Source: an optimization exercise on an open RTL-to-GDS flow (aim: small area, a short achievable clock period and few clock cycles). Production flows keep margins and buffers that such runs may drop. The RTL was checked by simulation tests, not by an equivalence proof against the original design. Power is estimated from default activity; no workload was simulated.

// indel_edit_distance_traceback
module indel_edit_distance_traceback #(
  parameter int MAX_LEN = edt_pkg::MAX_LEN_DEF
) (
  input  logic         clk,
  input  logic         rst,
  input  logic         cfg_we,
  input  logic         cfg_index,
  input  logic [4:0]   cfg_data,
  input  logic         load_valid,
  output logic         load_ready,
  input  logic [3:0]   load_position,
  input  logic [7:0]   load_base_symbol,
  input  logic [7:0]   load_target_symbol,
  input  logic         load_last_load,
  output logic         result_valid,
  input  logic         result_ready,
  output logic [1:0]   result_op_kind,
  output logic [7:0]   result_op_symbol,
  output logic signed [4:0] result_base_index,
  output logic [5:0]   result_distance,
  output logic         result_last_op
);
Size: about 3100 cells after synthesis, ~1200 flip-flops.
export LEC_CHECK = 0
export CAP_MARGIN = 20
export CORE_MARGIN = 2
export CORE_UTILIZATION = 60
export CTS_BUF_LIST = sky130_fd_sc_hd__clkbuf_4 sky130_fd_sc_hd__clkbuf_8
export PLACE_DENSITY = 0.7
export SETUP_SLACK_MARGIN = 4.4
export SLEW_MARGIN = 20
create_clock -name core_clock -period 7.0 [get_ports {clk}]
run.sh (not shown) runs the stock make flow with config.mk's settings and CLKGATE_MAP_FILE= SYNTH_SCRIPT=/design/flow/synth_recipe.tcl, a recipe that flattens the netlist after the stock synthesis.
The baseline produced a clean layout.
Testbench counts at the start, summed over its fixed seeds: cycles 23,307.
Then changed:
- CTS_BUF_LIST: sky130_fd_sc_hd__clkbuf_4 sky130_fd_sc_hd__clkbuf_8 -> not set
- CTS_CLUSTER_DIAMETER: not set -> 80
- CTS_CLUSTER_SIZE: not set -> 30
- SETUP_SLACK_MARGIN: 4.4 -> 4.2
The changed run produced a clean layout.
Utilization drops by 3.7 points.
Wire length shrinks by 3.7%.
Die area is unchanged.
Synthesized cell count does not change.
Power went down by 14%.
Design area decreases by 5.2%.
Clock power shrinks by 39%.
Then changed:
- SETUP_SLACK_MARGIN: 4.2 -> 4.5
=> Register-to-register slack got worse by 0.04 ns. Count of clock-buffer cells in the layout drops by 2. Final cell count went up by a few percent. Via count came out higher by a few percent. Routed wire length is higher by a little under a tenth. Global-route usage went up by 1.4 points. Sequential share of layout area decreases by 3.4 points. Maximum frequency drops slightly.

job 8046:
indel_edit_distance_traceback again, from the RTL that the note above started with.
Design indel_edit_distance_traceback, start of the top module:
module indel_edit_distance_traceback #(
  parameter int MAX_LEN = edt_pkg::MAX_LEN_DEF
) (
  input  logic         clk,
  input  logic         rst,
  input  logic         cfg_we,
  input  logic         cfg_index,
  input  logic [4:0]   cfg_data,
  input  logic         load_valid,
  output logic         load_ready,
  input  logic [3:0]   load_position,
  input  logic [7:0]   load_base_symbol,
  input  logic [7:0]   load_target_symbol,
  input  logic         load_last_load,
  output logic         result_valid,
  input  logic         result_ready,
  output logic [1:0]   result_op_kind,
  output logic [7:0]   result_op_symbol,
  output logic signed [4:0] result_base_index,
  output logic [5:0]   result_distance,
  output logic         result_last_op
);
Settings: LEC_CHECK=0, CAP_MARGIN=20, CORE_MARGIN=2, CORE_UTILIZATION=60, CTS_CLUSTER_DIAMETER=80, CTS_CLUSTER_SIZE=30, PLACE_DENSITY=0.7, SETUP_SLACK_MARGIN=4.3, SLEW_MARGIN=20; clock period 7.0 ns.
Testbench counts of job 8046, summed over its fixed seeds: cycles 23,307.
Edits applied to the flow inputs when going from job 8046 to job 8795:
Settings: CTS_CLUSTER_SIZE no longer set, was 30; SETUP_SLACK_MARGIN now 4.4, was 4.3; CTS_CLUSTER_DIAMETER no longer set, was 80.
Findings:
Compared with job 8046, job 8795 shows number of setup buffers added after CTS that has gone up by more than half.
Job 8046 and job 8795 ended up with roughly the same hold slack.
Kind of critical path: reg2out -> job 8795, reg2reg -> job 8046
Run comparison: job 8046 end of the critical path f_rok$_DFF_P_; job 8795 end of the critical path result_last_op
The cell with the largest stage delay on the worst path comes out edfxtp_1 in one run and dfxtp_1 in the other, namely in job 8795 and job 8046 respectively.
The lower number of H-tree branching levels of job 8795 and job 8046 is in job 8046.
Delta (job 8795 minus job 8046): count of plain and timing-repair buffers went up by 22%; met1 layer usage reported by global route went down by 0.47 points; total power draw went up by about 18%; cell area after technology mapping was more or less identical; clock share of power went up by 10 points.
Between job 8795 and job 8046, the difference in clock latency of the later-clocked register in the worst-skew pair is negligible.

==> static timing again, ports no longer ideal <==
The results above use ideal ports. As a check the final layouts listed here were re-extracted and re-timed, cells and wires unchanged.
Step 1: set_driving_cell puts a clkbuf_16 on clk and a buf_2 on each other input, an assumption about the parent block.
Step 2, shift: input delay + t, output delay - t, t = (earliest + latest rising clock arrival at the registers) / 2. This alone moves slack from input paths to output paths.
Slacks: ideal / step 1 / step 2; pairs: ideal / step 1.
run	t (ns)	setup WS [ns]	latest minus earliest clock arrival (ns)
the first run of note 1	0.893	4.080 / 4.018 / 3.508	0.044 / 0.043
the second run of note 1	0.714	4.214 / 4.200 / 3.548	0.035 / 0.035
the third run of note 1	0.719	4.174 / 4.159 / 3.530	0.022 / 0.022
job 8046	0.722	4.210 / 4.210 / 3.562	0.037 / 0.037
job 8795	0.740	4.261 / 4.190 / 3.607	0.029 / 0.029
After both steps setup and hold are still met in every run listed. For the second run of note 1, which loses most, drivers alone change the setup slack by -0.014 ns; drivers and shift together by -0.666 ns.
